This is an optimization exercise on Yosys and OpenROAD, whose aim is small area, a short achievable clock period and few clock cycles per item, not a production implementation. The RTL was checked by simulation tests, not by an equivalence proof against the original design. Power is estimated from default activity; no workload was simulated.

==> flow/design.v (outline; a module is shown in full before it is edited, if it fits) <==
// module csa_layer: 1745 lines
// module result_buffer: 68 lines
// module wallace_mult: 33 lines
module wallace_mult (
	input  logic                  clk,
	input  logic                  rst_n,
	input  logic                  in_valid,
	input  wallace_pkg::operand_t a,
	input  wallace_pkg::operand_t b,
	output logic                  in_credit,
	output logic                  out_valid,
	output wallace_pkg::product_t product,
	input  logic                  out_credit
);
  // ...
==> flow/run.sh <==
#!/bin/bash
# synth_recipe.tcl (not shown) runs the flow's synth.tcl, then flattens the netlist and writes it again
# the make line also repeats each setting of config.mk as NAME=value (left out here)
make -C /OpenROAD-flow-scripts/flow DESIGN_CONFIG=/design/flow/config.mk WORK_HOME=/design/flow/orfs CLKGATE_MAP_FILE= SYNTH_SCRIPT=/design/flow/synth_recipe.tcl finish
==> flow/config.mk <==
export PLATFORM = sky130hd
export DESIGN_NAME = wallace_mult
export DESIGN_NICKNAME = wallace_mult
export VERILOG_FILES = /design/flow/design.v
export SDC_FILE = /design/flow/constraint.sdc
export NUM_CORES = 4
export LEC_CHECK = 0
export ABC_CLOCK_PERIOD_IN_PS = 2400
export CAP_MARGIN = 20
export CORE_MARGIN = 2
export CORE_UTILIZATION = 40
export SETUP_SLACK_MARGIN = 1.5
export SLEW_MARGIN = 20
==> flow/constraint.sdc <==
create_clock -name core_clock -period 4.0 [get_ports {clk}]
set_input_delay 0.8000 -clock core_clock [delete_from_list [all_inputs] [get_ports {clk}]]
set_output_delay 0.8000 -clock core_clock [all_outputs]
set_load 0.01 [all_outputs]
==> run_results.csv, run 1 <==
group,metric,value,unit
status,status,"complete, no violations",
yosys,synth_flop_cell,"edfxtp_1",
critical_path,cp.required,4.25,ns
yosys,synth_top_area_share,40.47,%
global_route,met2_usage,33.22,%
floorplanning,top_level_ports,70,
placement,place_hpwl,31420,um
floorplanning,rows,74,
power_and_ir_drop,top_power_group,"combinational cells",
route,wl_per_cell,21.29,um
placement,placed_cell_area,18060,um^2
yosys,synth-simple-area-share,8.815,%
critical_path,crit_chain,"buf_4 -> buf_12 -> buf_12 -> nor2_4 -> buf_2 -> a21oi_1 -> nor2_1 -> a221oi_1 -> fa_1",
yosys,synth-seq-cells,232,
layout,regMostFlops,"u_csa.st1_q",
global_route,use_met1,30.45,%
power_and_ir_drop,power.density,583.0,nW/um^2
critical_path,critical_path_depth,9,
critical_path,endpoint,"u_csa.st1_q[4]",
route,wl_met3,4523,um
yosys,yosysMostFrequentCell,"edfxtp_1",
power_and_ir_drop,vdd_drop_max,0.0003208,V
critical_path,crit_type,"in2reg",
layout,fin_nets,1911,
hold_path,hold-path-endpoint,"u_csa.st2_q[34]",
clock_tree,cts_resized,259,
floorplanning,coreArea,40920,um^2
sta,rsz0062_at_grt,"yes",
layout,nNonClkBuffers,237,
sta,clock-skew-final,0.02463,ns
sta,whs,0.4222,ns
sta,tightest_slew,0.8138,ns
floorplanning,die_h,207.8,um
global_route,top_usage_layer,"met2",
critical_path,r2r_end,"u_result_buffer.mem[10]",
yosys,syn_nets,1830,
power_and_ir_drop,seqPwrFrac,39.2,%
clock_tree,post_cts_buffers,44,
route,first_iter_violations,1383,
power_and_ir_drop,p_comb,0.00512,W
layout,final_cells,2260,
critical_path,end_kind,"flop",
Testbench counts, summed over its fixed seeds: cycles 3,224, items 3,200.
==> inputs of run 2 (changes only) <==
--- a/flow/config.mk
+++ b/flow/config.mk
@@ -5,9 +5,9 @@
 export SDC_FILE = /design/flow/constraint.sdc
 export NUM_CORES = 4
 export LEC_CHECK = 0
-export ABC_CLOCK_PERIOD_IN_PS = 2400
 export CAP_MARGIN = 20
 export CORE_MARGIN = 2
 export CORE_UTILIZATION = 40
-export SETUP_SLACK_MARGIN = 1.5
+export SETUP_SLACK_MARGIN = 1.8
 export SLEW_MARGIN = 20
+export TNS_END_PERCENT = 100
==> run 2 against run 1 <==
Maximum frequency up 2.2%. Highest routed layer unchanged. Global-route usage up 1.6 points. Total power up 4.3%. Cell count up 5.0%. Worst hold slack worse by 0.0031 ns. Sequential power about the same. Still clean. First-iteration DRC count down 12%. Combinational power up about 10%. Area after synthesis unchanged. Sequential cell count unchanged. Utilization up 6.4 points.
==> run_results.csv, run 2 <==
group,metric,value,unit
critical_path,cp.required,4.27,ns
yosys,yosys-top-cells-area,"edfxtp_1, fa_1, ha_1",
critical_path,reg2reg_slack,1.87,ns
global_route,antenna_found_initial,0,
critical_path,crit_slowest_cell,"fa_1",
power_and_ir_drop,power.density,540.2,nW/um^2
clock_tree,clkSinkCount,232,
placement,port_buffers,69,
route,first_iter_violations,1223,
critical_path,critPathTopFamily,"adder cells",
global_route,overflow,0,
power_and_ir_drop,switchingPower,0.004391,W
floorplanning,die_h,207.8,um
critical_path,reg2reg_depth,9,
layout,reg.largest.list,"u_csa.st1_q x100, u_result_buffer.mem x64, u_csa.st2_q x60",
layout,final_cell_mix,"edfxtp_1, buf_4, nand2_1, nor2_1, a21oi_1",
yosys,async_reset_ff_share,3.448,%
sta,post-route-min-period,2.481,ns
route,viasPerCell,5.804,
yosys,syn-cell-area,16620,um^2
global_route,grt_pass1_wl,79580,um
yosys,synth_top_area_share,40.47,%
hold_path,hp-class,"reg2reg",
yosys,ys_types,62,
power_and_ir_drop,seqPwrFrac,37.4,%
floorplanning,die_w,207.8,um
yosys,postSynthAreaPerCell,10.22,um^2
yosys,synth_edf_count,224,
clock_tree,cts_buffers,24,
yosys,yosysMostFrequentCell,"edfxtp_1",
global_route,grtUsageMet3,3.782,%
sta,setup_viol,0,
yosys,syn_inst,1627,
yosys,synth_flop_cell,"edfxtp_1",
route,dr.pass1.iters,6,
critical_path,cp_num_buf_inv,4,
floorplanning,initial_core_util,40.61,%
sta,timing.fmax,0.4031,GHz
floorplanning,coreArea,40920,um^2
global_route,met2_usage,36.22,%
critical_path,timing.rr.start,"u_result_buffer.count[1]",
critical_path,startpoint_type,"primary input",
floorplanning,die_area,43200,um^2
layout,final_core_util,57.01,%
status,status,"complete, no violations",
layout,regMostFlops,"u_csa.st1_q",
layout,antenna_cells,0,
critical_path,worstPathMaxFanout,4,
hold_path,hold-path-endpoint,"u_csa.st2_q[58]",
sta,setup-tns-final,0,ns
power_and_ir_drop,clockPowerShare,17.8,%
global_route,top_usage_layer,"met2",
yosys,ys_seq_area_share,41.68,%
clock_tree,htreeDepth,1,
sta,rsz0062_at_grt,"yes",
placement,place_hpwl,30980,um
layout,largest_reg_flops,100,
layout,area_delta_synth_final,40.37,%
clock_tree,clk_path_buf_depth,3,
power_and_ir_drop,p_sw_share,34.84,%
power_and_ir_drop,comb_power_share,44.8,%
clock_tree,clk_latency,0.52,ns
power_and_ir_drop,vdd_drop_max,0.0003297,V
sta,tightest_slew,0.6987,ns
clock_tree,cts_root_buffer,"clkbuf_16",
clock_tree,clkTransAtPathRegs,0.06,ns
layout,drive_gt1_share,40.03,%
yosys,ys_warn_count,2,
critical_path,crit_chain,"buf_8 -> buf_8 -> buf_6 -> buf_6 -> o22ai_2 -> nor2_1 -> nor2_1 -> a221oi_2 -> ha_1 -> fa_1 -> ha_4",
placement,place_congestion,0.9281,
job,maxCapViolations,0,
global_route,grt_pass1_vias,13570,
critical_path,r2r_end,"u_result_buffer.out_valid",
layout,mostFrequentLayoutCell,"edfxtp_1",
floorplanning,top_level_ports,70,
sta,maxSlewHeadroom,53.42,%
clock_tree,cts_tree,"built",
sta,clock-skew-final,0.01037,ns
route,via_count,13770,
hold_path,min_path_cells,0,
yosys,syn_nets,1830,
global_route,grt_max_degree,78,
sta,period_share,62.01,%
sta,slew_violations,0,
critical_path,arrival,2.75,ns
critical_path,end_kind,"flop",
global_route,grt_usage,23.37,%
route,wl,52440,um
route,ant_nets,0,
hold_path,hold_start,"u_csa.st1_q[101]",
route,drc,0,
floorplanning,rows,74,
yosys,synth-seq-cells,232,
yosys,synth_top_cell_by_area,"edfxtp_1",
critical_path,critPathMaxStageDelay,0.58,ns
power_and_ir_drop,power.internal,0.008212,W
critical_path,crit_type,"in2reg",
global_route,use_met1,31.99,%
sta,hold_violations,0,
power_and_ir_drop,p_leak,9.308,nW
layout,fin_nets,2026,
yosys,netlist_top_cells_count,"edfxtp_1, inv_1, a21oi_1, nand2_1, nor2_1",
route,wl_per_cell,22.10,um
==> run 2: cell counts after synthesis <==
Identical to the previous run, type by type.
==> run 2: worst max-delay path by stage <==
stage / startpoint / end / cells past startpoint
after detailed placement: b[1] / u_csa.st1_q[88] / 10
final: b[2] / u_csa.st1_q[90] / 11
after global routing: b[1] / u_csa.st1_q[90] / 10
after floorplan: b[1] / u_csa.st1_q[24] / 10
after CTS: b[2] / u_csa.st1_q[32] / 9
after global placement: b[1] / u_csa.st1_q[88] / 10
==> run 2: layout make-up <==
class / count / area [um^2]
Timing Repair Buffer: 349 / 4243
Inverter: 145 / 570.5
Fill cell: 3349 / 17590
Sequential cell: 232 / 6929
Clock inverter: 13 / 142.6
Clock buffer: 31 / 648.1
Tap cell: 532 / 665.6
Multi-Input combinational cell: 1071 / 10130
==> run 2: cell families after synthesis <==
group / synth area share, %
XOR/XNOR: 3.214
AND/OR/NAND/NOR: 8.815
AO/OA/AOI/OAI: 17.72
adder cells (fa/ha/maj): 18.58
multiplexers: 1.558
flip-flops: 41.68
buffers and inverters: 8.431
==> run 2: what timing repair did <==
item                                    in CTS  in global routing
pin swaps                                  110                 87
endpoints found under the setup margin     202                153
gates cloned                                37                  4
resized for setup                          593                138
buffers inserted                           123                 33
hold buffers                                 0                  0
==> run 2: metal layers <==
layer,vias to the layer above,share of wire [%]
met5,-,0
met3,204,8.5
met1,6651,41
met4,0,5.6
met2,761,44
li1,6157,-
==> run 2: per-stage QoR <==
step	hold WS, ns	cell area (um^2)	worst slack (ns)	total power (W)	cells
after floorplan	0.4003	17450	1.028	0.008205	1627
after global placement	0.4048	18180	0.1539	0.009382	2132
after detailed placement	0.4056	18180	0.1117	0.009547	2132
after CTS	0.4178	22440	1.547	0.01241	2336
after global routing	0.4221	23330	1.474	0.01352	2373
final	0.4191	23330	1.519	0.01260	2373
==> run 2: worst register-to-register path: stages (launching register included) <==
cell and delay [ns]:
dfrtp_1 0.40, inv_2 0.11, nor4_4 0.07, nand2b_1 0.20, inv_1 0.08, ha_1 0.16, inv_1 0.06, fa_1 0.54
inv_1 0.05, o32a_1 0.34
==> run 2: power groups by stage <==
stage | logic, W | clock network, W | registers, W
floorplan | 0.00359 | 0 | 0.00461
global placement | 0.00464 | 0 | 0.00475
detailed placement | 0.00476 | 0 | 0.00479
CTS | 0.00538 | 0.00230 | 0.00473
global route | 0.00629 | 0.00239 | 0.00484
finish | 0.00565 | 0.00224 | 0.00472
==> inputs of run 3 (changes only) <==
--- a/flow/config.mk
+++ b/flow/config.mk
@@ -8,6 +8,5 @@
 export CAP_MARGIN = 20
 export CORE_MARGIN = 2
 export CORE_UTILIZATION = 40
-export SETUP_SLACK_MARGIN = 1.8
+export SETUP_SLACK_MARGIN = 1.9
 export SLEW_MARGIN = 20
-export TNS_END_PERCENT = 100
==> run 3 against run 2 <==
Still clean. Sequential cell count unchanged. Combinational power up 5.7%. Sequential share of layout area shrank 0.48 points. Area after synthesis is the same. Clock-buffer cell count is 6 lower. Final area up 1.7%. Worst hold slack hardly changed. Total power grew 3.6%. Non-clock buffer count is 9 higher. Clock skew increased by 0.0067 ns.
==> run_results.csv, run 3 <==
group,metric,value,unit
status,status,"complete, no violations",
global_route,grt_pass1_vias,13350,
yosys,netlist_top_cells_count,"edfxtp_1, inv_1, a21oi_1, nand2_1, nor2_1",
sta,hold_violations,0,
route,viasPerCell,5.779,
placement,place_hpwl,31320,um
hold_path,hp-class,"reg2reg",
sta,setup-tns-final,0,ns
power_and_ir_drop,p_leak,9.342,nW
yosys,synth_top_cell_by_area,"edfxtp_1",
yosys,ys_seq_area_share,41.68,%
layout,fin_nets,2035,
sta,post-route-min-period,2.643,ns
global_route,antenna_found_initial,1,
clock_tree,clkSinkCount,232,
sta,slew_violations,0,
yosys,ys_warn_count,2,
critical_path,reg2reg_slack,1.94,ns
sta,maxSlewHeadroom,46.19,%
layout,final_cell_mix,"edfxtp_1, buf_4, nand2_1, a21oi_1, nor2_1",
route,wl_per_cell,22.44,um
layout,regMostFlops,"u_csa.st1_q",
floorplanning,initial_core_util,40.61,%
clock_tree,cts_tree,"built",
layout,drive_gt1_share,42.18,%
route,wl,53460,um
critical_path,worstPathMaxFanout,8,
placement,port_buffers,69,
placement,place_congestion,0.9289,
layout,mostFrequentLayoutCell,"edfxtp_1",
yosys,syn_nets,1830,
sta,clock-skew-final,0.01712,ns
sta,setup_viol,0,
sta,tightest_slew,0.8071,ns
floorplanning,die_w,207.8,um
clock_tree,htreeDepth,1,
critical_path,r2r_end,"u_csa.st2_q[40]",
sta,timing.fmax,0.3783,GHz
sta,rsz0062_at_grt,"yes",
sta,whs,0.4187,ns
yosys,yosysMostFrequentCell,"edfxtp_1",
critical_path,startpoint_type,"primary input",
route,drc,0,
layout,largest_reg_flops,100,
power_and_ir_drop,power.density,550.5,nW/um^2
critical_path,crit_path_start,"b[5]",
critical_path,end_kind,"flop",
floorplanning,top_level_ports,70,
route,first_iter_violations,1324,
global_route,grt_usage,23.77,%
power_and_ir_drop,vdd_drop_max,0.0002663,V
yosys,postSynthAreaPerCell,10.22,um^2
critical_path,arrival,2.90,ns
yosys,syn_inst,1627,
layout,reg.largest.list,"u_csa.st1_q x100, u_result_buffer.mem x64, u_csa.st2_q x60",
route,dr.pass1.iters,5,
layout,area_delta_synth_final,42.69,%
clock_tree,cts_hold_buf,0,
floorplanning,die_h,207.8,um
critical_path,timing.rr.start,"u_csa.st1_q[37]",
route,ant_nets,0,
floorplanning,coreArea,40920,um^2
hold_path,hold_start,"u_csa.st1_q[100]",
yosys,synth-seq-cells,232,
global_route,grt_max_degree,61,
yosys,synth_top_area_share,40.47,%
clock_tree,cts_buffers,23,
yosys,yosys-top-cells-area,"edfxtp_1, fa_1, ha_1",
yosys,synth_edf_count,224,
critical_path,reg2reg_depth,6,
clock_tree,clk_latency,0.52,ns
global_route,overflow,0,
yosys,synth_flop_cell,"edfxtp_1",
yosys,syn-cell-area,16620,um^2
yosys,ys_types,62,
floorplanning,rows,74,
clock_tree,cts_root_buffer,"clkbuf_16",
global_route,grt_pass1_wl,80260,um
critical_path,endpoint,"u_csa.st1_q[69]",
critical_path,cp.required,4.26,ns
sta,period_share,66.08,%
route,via_count,13770,
floorplanning,die_area,43200,um^2
clock_tree,clk_path_buf_depth,3,
clock_tree,clkTransAtPathRegs,0.06,ns
job,maxCapViolations,0,
yosys,async_reset_ff_share,3.448,%
critical_path,crit_type,"in2reg",
==> run 3: critical path, cell delays in order <==
cell and delay, ns:
buf_8 0.09, buf_12 0.11, buf_12 0.13, and2_4 0.20, buf_6 0.11, buf_6 0.09, nand2_2 0.05, a21oi_2 0.13
nor2_1 0.07, a221oi_2 0.33, ha_1 0.34, fa_2 0.45
==> run 3: per-stage QoR <==
stage,area (um^2),utilization (%),setup slack (ns),std cells,total power [W]
detailed placement,18250,44.60,0.1019,2130,0.009597
global route,23710,57.95,1.398,2381,0.01398
finish,23720,57.95,1.357,2382,0.01306
global placement,18250,44.60,0.1439,2130,0.009434
floorplan,17560,-,1.028,1627,0.008238
CTS,22580,55.18,1.467,2325,0.01271
==> run 3: cell type report <==
class / instances / area, um^2
fillers: 3280 / 17210
inverters: 145 / 574.3
repair buffers: 358 / 4347
clock inverters: 17 / 254.0
multi-input cells: 1072 / 10360
flip-flops and latches: 232 / 6929
clock buffers: 25 / 583.1
well taps: 532 / 665.6
diodes: 1 / 2.502
==> run 3: what timing repair did <==
item                       in CTS  in global routing
setup endpoints to repair     228                115
gates resized for setup       583                169
cloned                         40                  3
setup buffers                 113                 53
pin swaps                     120                 98
==> run 3: worst min-delay path by stage <==
stage                           end  slack [ns]  cells past startpoint
floorplan            u_csa.st2_q[0]        0.40                      0
global placement    u_csa.st2_q[57]        0.41                      0
detailed placement  u_csa.st2_q[57]        0.40                      0
CTS                 u_csa.st2_q[57]        0.42                      0
global route        u_csa.st2_q[57]        0.44                      0
finish              u_csa.st2_q[57]        0.42                      0
==> run 3: logic make-up after synthesis <==
group,count (synthesis),synth area share [%]
compound gates,455,17.72
simple gates,336,8.815
buf+inv,332,8.431
flops,232,41.68
fa+ha+maj,188,18.58
xor+xnor,61,3.214
mux,23,1.558
==> run 3: power by group <==
group          total [W]  internal, W  switching (W)
Sequential       0.00473      0.00425       0.000473
Clock            0.00236      0.00145       0.000906
Combinational    0.00597      0.00283        0.00314
Total             0.0131      0.00854        0.00452
==> run 3: layer usage <==
metal / wire [um] / vias to the layer above / track usage, %
met3: 4292 / 177 / 3.858
met4: 2800 / 0 / 10.56
met1: 22560 / 6701 / 32.94
met2: 23800 / 703 / 36.84
li1: - / 6184 / -
met5: 0 / - / 0
==> inputs of run 4 (changes only) <==
--- a/flow/config.mk
+++ b/flow/config.mk
@@ -8,5 +8,5 @@
 export CAP_MARGIN = 20
 export CORE_MARGIN = 2
 export CORE_UTILIZATION = 40
-export SETUP_SLACK_MARGIN = 1.9
+export SETUP_SLACK_MARGIN = 1.7
 export SLEW_MARGIN = 20
==> run 4 against run 3 <==
Critical endpoint is now u_csa.st1_q[16]. Global-route usage decreased by 1.9 points. Setup slack improved by 0.15 ns. Critical path type unchanged. Synthesized cell count unchanged. Highest routed layer unchanged. Register-to-register slack got worse by 0.28 ns. Clock skew increased by 0.0030 ns.
==> run_results.csv, run 4 <==
group,metric,value,unit
layout,drive_gt1_share,33.24,%
layout,fillers,3559,
power_and_ir_drop,total_power,0.01207,W
yosys,synth_compound_area_share,17.72,%
route,wl_per_cell,20.84,um
route,via_count,13060,
sta,tightest_slew,0.7637,ns
route,drc,0,
layout,antenna_cells,0,
power_and_ir_drop,switchingPower,0.004138,W
critical_path,crit_slowest_cell,"fa_2",
placement,port_buffers,69,
sta,slew_violations,0,
sta,clock-skew-final,0.02011,ns
job,maxCapViolations,0,
yosys,syn_inst,1627,
layout,final_cell_mix,"edfxtp_1, buf_4, nand2_1, a21oi_1, inv_1",
yosys,netlist_top_cells_count,"edfxtp_1, inv_1, a21oi_1, nand2_1, nor2_1",
critical_path,end_kind,"flop",
yosys,synth_top_cell_by_area,"edfxtp_1",
global_route,grt_pass1_wl,74910,um
floorplanning,die_h,207.8,um
power_and_ir_drop,power.internal,0.007929,W
clock_tree,clkSinkCount,232,
route,first_iter_violations,1037,
sta,worst_slack,1.507,ns
sta,setup_viol,0,
yosys,synth_top_area_share,40.47,%
placement,pre_cts_slack,0.1554,ns
critical_path,startpoint_type,"primary input",
power_and_ir_drop,vdd_drop_max,0.0003228,V
yosys,synth_top_family_by_area,"adder cells",
clock_tree,clkTransAtPathRegs,0.06,ns
yosys,ys_warn_count,2,
sta,rsz0062_at_grt,"yes",
layout,reg.largest.list,"u_csa.st1_q x100, u_result_buffer.mem x64, u_csa.st2_q x60",
power_and_ir_drop,seqPwrFrac,39.1,%
global_route,grt_max_degree,79,
sta,maxSlewHeadroom,49.09,%
power_and_ir_drop,comb_power_share,43.7,%
yosys,ys_seq_area_share,41.68,%
power_and_ir_drop,p_sw_share,34.29,%
floorplanning,die_w,207.8,um
hold_path,hold_start,"u_csa.st1_q[99]",
layout,mostFrequentLayoutCell,"edfxtp_1",
placement,place_congestion,0.9048,
global_route,grt_usage,21.89,%
global_route,grt_pass1_vias,12580,
floorplanning,top_level_ports,70,
clock_tree,cts_tree,"built",
critical_path,timing.rr.start,"u_result_buffer.out_valid",
yosys,yosys-top-cells-area,"edfxtp_1, fa_1, ha_1",
yosys,ys_types,62,
layout,area_delta_synth_final,31.50,%
critical_path,crit_path_start,"b[6]",
yosys,synth-simple-area-share,8.815,%
yosys,synth_flop_cell,"edfxtp_1",
power_and_ir_drop,p_leak,8.512,nW
layout,largest_reg_flops,100,
yosys,yosysMostFrequentCell,"edfxtp_1",
sta,setup-tns-final,0,ns
yosys,syn-cell-area,16620,um^2
placement,place_hpwl,31710,um
yosys,syn_nets,1830,
critical_path,crit_type,"in2reg",
floorplanning,initial_core_util,40.61,%
critical_path,critPathMaxStageDelay,0.46,ns
power_and_ir_drop,clockPowerShare,17.2,%
critical_path,arrival,2.74,ns
critical_path,worstPathMaxFanout,6,
clock_tree,cts_buffers,24,
floorplanning,rows,74,
yosys,postSynthAreaPerCell,10.22,um^2
route,ant_nets,0,
sta,period_share,62.33,%
critical_path,cp.required,4.25,ns
placement,placed_cell_area,18210,um^2
layout,fin_nets,1958,
yosys,synth-seq-cells,232,
yosys,synth_xor_area_share,3.214,%
critical_path,crit_top_cell,"buf_8",
yosys,synthMuxAreaShare,1.558,%
layout,regMostFlops,"u_csa.st1_q",
floorplanning,die_area,43200,um^2
clock_tree,cts_hold_buf,0,
yosys,synthAdderAreaFrac,18.58,%
sta,hold_violations,0,
sta,post-route-min-period,2.493,ns
yosys,async_reset_ff_share,3.448,%
route,dr.pass1.iters,7,
route,viasPerCell,5.670,
clock_tree,htreeDepth,1,
layout,fin_area,21860,um^2
route,wl,48020,um
power_and_ir_drop,power.density,552.1,nW/um^2
sta,whs,0.4182,ns
global_route,overflow,0,
yosys,synth_edf_count,224,
clock_tree,clk_path_buf_depth,3,
critical_path,crit_chain,"buf_8 -> buf_8 -> and2_4 -> buf_6 -> a211oi_4 -> nor2_2 -> a221oi_2 -> ha_2 -> fa_2",
global_route,antenna_found_initial,0,
clock_tree,cts_root_buffer,"clkbuf_16",
hold_path,hp-class,"reg2reg",
floorplanning,coreArea,40920,um^2
sta,timing.fmax,0.4011,GHz
status,status,"complete, no violations",
clock_tree,clk_latency,0.52,ns
run 4: cell counts after synthesis:
Identical to the previous run, type by type.
run 4: through the flow:
| step | utilization, % | std cells |
|---|---|---|
| after floorplan | - | 1627 |
| after global placement | 44.50 | 2139 |
| after detailed placement | 44.50 | 2139 |
| after CTS | 51.39 | 2278 |
| after global routing | 53.41 | 2304 |
| final | 53.41 | 2304 |
run 4: critical path, delay by kind of cell:
kind / cells / cell delay (ns)
compound gates: 2 / 0.51
fa+ha+maj: 2 / 0.81
buf+inv: 3 / 0.37
simple gates: 2 / 0.26
run 4: per-layer routing:
metal / global-route usage, % / vias up / routed length, um
li1: - / 5996 / -
met1: 31.27 / 6401 / 21020
met2: 35.23 / 555 / 21980
met3: 2.557 / 112 / 3416
met4: 6.187 / 0 / 1598
met5: 0 / - / 0
run 4: worst paths after layout:
path                                         endpoint  slack, ns  cells past startpoint
setup reg to reg              u_result_buffer.mem[37]       1.66                      5
hold reg to reg                       u_csa.st2_q[56]       0.42                      0
hold / removal                        u_csa.st2_q[56]       0.42                      0
max in group asynchronous  u_result_buffer.out_cnt[1]       3.10                      1
setup / recovery                      u_csa.st1_q[16]       1.51                      9
min in group asynchronous    u_result_buffer.valid[0]       0.58                      1
run 4: power groups by stage:
stage / logic [W] / registers [W] / clock network [W]
2_1_floorplan: 0.00357 / 0.00461 / 0
3_3_place_gp: 0.00466 / 0.00475 / 0
3_5_place_dp: 0.00480 / 0.00477 / 0
4_1_cts: 0.00516 / 0.00472 / 0.00213
5_1_grt: 0.00596 / 0.00483 / 0.00222
6_report: 0.00528 / 0.00471 / 0.00207
run 4: cell type report:
type / instances / area, um^2 / share of cell area, %
multi-input cells: 1067 / 9761 / 44.66
flip-flops and latches: 232 / 6929 / 31.70
repair buffers: 285 / 3207 / 14.67
well taps: 532 / 665.6 / 3.046
clock buffers: 32 / 651.9 / 2.983
inverters: 145 / 561.8 / 2.570
clock inverters: 11 / 80.08 / 0.3664
run 4: cell families (layout without fill, tap and decap cells):
logic type,count (synthesis),after routing
xor+xnor,61,61
mux,23,23
buf+inv,332,473
fa+ha+maj,188,188
compound gates,455,455
simple gates,336,340
flops,232,232
run 4: what timing repair did:
item | CTS | global route
endpoints found under the hold margin | 0 | 0
setup buffers | 78 | 25
pin swaps | 77 | 72
setup endpoints to repair | 164 | 133
gates resized for setup | 421 | 131
gates cloned | 18 | 1
==> inputs of run 5 (changes only) <==
--- a/flow/config.mk
+++ b/flow/config.mk
@@ -8,5 +8,5 @@
 export CAP_MARGIN = 20
 export CORE_MARGIN = 2
 export CORE_UTILIZATION = 40
-export SETUP_SLACK_MARGIN = 1.7
+export SETUP_SLACK_MARGIN = 1.5
 export SLEW_MARGIN = 20
==> run 5 against run 4 <==
Non-clock buffer count shrank 48. Synthesized cell count is the same. Worst hold slack gained 0.0040 ns. First-iteration DRC count grew 33%. Clock power grew 7%. Critical path type unchanged. Largest power group unchanged. Highest routed layer unchanged.
==> run_results.csv, run 5 <==
group,metric,value,unit
power_and_ir_drop,clockPowerShare,18.4,%
critical_path,crit_chain,"buf_4 -> buf_12 -> buf_12 -> nor2_4 -> buf_2 -> a21oi_1 -> nor2_1 -> a221oi_1 -> fa_1",
critical_path,cp.required,4.25,ns
clock_tree,cts_hold_buf,0,
route,viasPerCell,5.666,
global_route,grt_max_degree,61,
power_and_ir_drop,switchingPower,0.004148,W
hold_path,hp-class,"reg2reg",
critical_path,timing.rr.start,"u_result_buffer.out_valid",
hold_path,hold_start,"u_csa.st1_q[94]",
route,wl_per_cell,21.29,um
critical_path,cp_num_buf_inv,4,
yosys,async_reset_ff_share,3.448,%
floorplanning,initial_core_util,40.61,%
layout,drive_gt1_share,25.65,%
floorplanning,coreArea,40920,um^2
yosys,synth_edf_count,224,
global_route,grt_pass1_wl,73820,um
sta,clock-skew-final,0.02463,ns
power_and_ir_drop,power.internal,0.007932,W
placement,place_congestion,0.9682,
yosys,postSynthAreaPerCell,10.22,um^2
yosys,synth-seq-cells,232,
layout,largest_reg_flops,100,
power_and_ir_drop,seqPwrFrac,39.2,%
yosys,synth_top_cell_by_area,"edfxtp_1",
sta,tightest_slew,0.8138,ns
critical_path,arrival,2.79,ns
critical_path,crit_slowest_cell,"fa_1",
yosys,ys_types,62,
clock_tree,clk_latency,0.54,ns
critical_path,reg2reg_slack,1.80,ns
sta,period_share,63.40,%
sta,hold_violations,0,
critical_path,crit_top_cell,"buf_12",
layout,area_delta_synth_final,24.67,%
global_route,overflow,0,
placement,port_buffers,69,
yosys,ys_warn_count,2,
sta,maxSlewHeadroom,45.75,%
power_and_ir_drop,p_sw_share,34.34,%
critical_path,worstPathMaxFanout,10,
clock_tree,clkTransAtPathRegs,0.06,ns
status,status,"complete, no violations",
yosys,yosysMostFrequentCell,"edfxtp_1",
floorplanning,die_w,207.8,um
placement,place_hpwl,31420,um
critical_path,end_kind,"flop",
layout,mostFrequentLayoutCell,"edfxtp_1",
route,first_iter_violations,1383,
clock_tree,clkSinkCount,232,
yosys,syn_nets,1830,
clock_tree,cts_root_buffer,"clkbuf_16",
global_route,grt_usage,21.77,%
clock_tree,cts_tree,"built",
clock_tree,clk_path_buf_depth,3,
route,drc,0,
placement,dpl.cell_count,2123,
floorplanning,rows,74,
yosys,synth_top_area_share,40.47,%
sta,slew_violations,0,
layout,regMostFlops,"u_csa.st1_q",
power_and_ir_drop,comb_power_share,42.4,%
floorplanning,top_level_ports,70,
yosys,syn-cell-area,16620,um^2
layout,fillers,3687,
route,dr.pass1.iters,6,
hold_path,min_path_cells,0,
global_route,grt_pass1_vias,12430,
sta,rsz0062_at_grt,"yes",
power_and_ir_drop,vdd_drop_max,0.0003208,V
yosys,ys_seq_area_share,41.68,%
critical_path,critPathMaxStageDelay,0.53,ns
global_route,antenna_found_initial,0,
layout,final_cell_mix,"edfxtp_1, a21oi_1, nand2_1, inv_1, nor2_1",
layout,multi_input_area,9060,um^2
layout,fin_nets,1911,
yosys,synth_flop_cell,"edfxtp_1",
critical_path,reg2reg_depth,6,
sta,post-route-min-period,2.536,ns
floorplanning,die_area,43200,um^2
power_and_ir_drop,p_leak,8.197,nW
route,via_count,12810,
hold_path,hold-path-endpoint,"u_csa.st2_q[34]",
critical_path,critPathTopFamily,"compound AO/OA/AOI/OAI gates",
layout,final_cells,2260,
critical_path,crit_path_start,"b[8]",
yosys,syn_inst,1627,
route,ant_nets,0,
sta,setup_viol,0,
critical_path,crit_type,"in2reg",
job,maxCapViolations,0,
yosys,netlist_top_cells_count,"edfxtp_1, inv_1, a21oi_1, nand2_1, nor2_1",
yosys,yosys-top-cells-area,"edfxtp_1, fa_1, ha_1",
power_and_ir_drop,power.density,583.0,nW/um^2
layout,reg.largest.list,"u_csa.st1_q x100, u_result_buffer.mem x64, u_csa.st2_q x60",
layout,seq_area,6928,um^2
clock_tree,htreeDepth,1,
floorplanning,die_h,207.8,um
clock_tree,cts_buffers,26,
sta,setup-tns-final,0,ns
critical_path,r2r_end,"u_result_buffer.mem[10]",
route,wl,48120,um
critical_path,startpoint_type,"primary input",
sta,timing.fmax,0.3943,GHz
==> run 5: power by group through the flow <==
stage	clock network (W)	logic, W	registers [W]
after global routing	0.00238	0.00579	0.00484
final	0.00222	0.00512	0.00473
after detailed placement	0	0.00481	0.00479
after floorplan	0	0.00356	0.00462
after CTS	0.00228	0.00505	0.00474
after global placement	0	0.00469	0.00475
==> run 5: cell type report <==
| cell class | count | area share, % |
|---|---|---|
| antenna | 1 | 0.01208 |
| tap | 532 | 3.212 |
| sequential | 232 | 33.43 |
| inverter | 145 | 2.681 |
| clock buffer | 35 | 3.406 |
| clock inverter | 12 | 0.4589 |
| multi-input combinational | 1066 | 43.72 |
| timing repair buffer | 237 | 13.07 |
==> run 5: what timing repair did <==
action / in CTS / in global routing
resized for setup: 259 / 98
cloned: 18 / 6
buffers inserted: 44 / 21
pin swaps: 27 / 26
setup endpoints to repair: 124 / 91
==> run 5: worst max path at each step <==
| stage | endpoint | slack, ns | depth (start not counted) |
|---|---|---|---|
| final | u_csa.st1_q[4] | 1.46 | 9 |
| after global routing | u_csa.st1_q[32] | 1.44 | 9 |
| after CTS | u_csa.st1_q[28] | 1.48 | 9 |
| after detailed placement | u_csa.st1_q[50] | 0.12 | 9 |
| after global placement | u_csa.st1_q[50] | 0.14 | 9 |
| after floorplan | u_csa.st1_q[24] | 1.03 | 10 |
==> run 5: metal layers <==
| layer | vias up | routed length (um) | global-route usage, % |
|---|---|---|---|
| met5 | - | 0 | 0 |
| met4 | 0 | 1840 | 8.339 |
| met3 | 126 | 4523 | 4.599 |
| met2 | 615 | 21150 | 33.22 |
| met1 | 6154 | 20610 | 30.45 |
| li1 | 5911 | - | - |
==> run 5: through the flow <==
stage	setup WS [ns]	util (%)	power [W]	hold WS, ns	area [um^2]
floorplan	1.028	-	0.008177	0.4003	17210
global placement	0.1399	44.13	0.009439	0.4045	18060
detailed placement	0.1151	44.13	0.009596	0.4102	18060
CTS	1.483	49.30	0.01207	0.4248	20180
global route	1.436	50.63	0.01301	0.4286	20720
finish	1.464	50.63	0.01208	0.4222	20720
==> run 5: kinds of logic (layout without fill, tap and decap cells) <==
family	after synthesis	count (layout)	synth area share (%)
compound gates	455	455	17.72
simple gates	336	339	8.815
buf+inv	332	429	8.431
flops	232	232	41.68
fa+ha+maj	188	188	18.58
xor+xnor	61	61	3.214
mux	23	23	1.558
other cells	0	1	0

-- separate check: timing with driven ports --
In the flow no input, the clock included, has a driving cell. The finished layouts below were timed again as built, in two steps. Step 1 (the two cells are an assumption about what drives the block):
set clk [get_ports {clk}]
set_driving_cell -lib_cell sky130_fd_sc_hd__clkbuf_16 $clk
set_driving_cell -lib_cell sky130_fd_sc_hd__buf_2 [delete_from_list [all_inputs] $clk]
Step 2 adds t to the input delays and takes it off the output delays; t is the mean of the earliest and latest rising clock arrival at the registers after step 1. Input paths then give back, and output paths get back, about the clock's delay inside the block. Slacks: ideal / step 1 / step 2; pairs: ideal / step 1.
run	t, ns	slack for setup (ns)	slew at the worst register clock pin (ns)	worst slew at a driven data input, ns
run 1	0.574	1.464 / 1.488 / 0.914	0.07 / 0.07	0.06
run 2	0.559	1.519 / 1.513 / 0.954	0.07 / 0.07	0.08
run 3	0.557	1.357 / 1.351 / 0.794	0.07 / 0.07	0.17
run 4	0.557	1.507 / 1.483 / 0.926	0.06 / 0.06	0.14
run 5	0.574	1.464 / 1.488 / 0.914	0.07 / 0.07	0.06
After both steps every run listed still meets setup and hold. The setup slack of run 4, which loses most, moves by -0.024 ns with the drivers and by -0.581 ns with both steps.
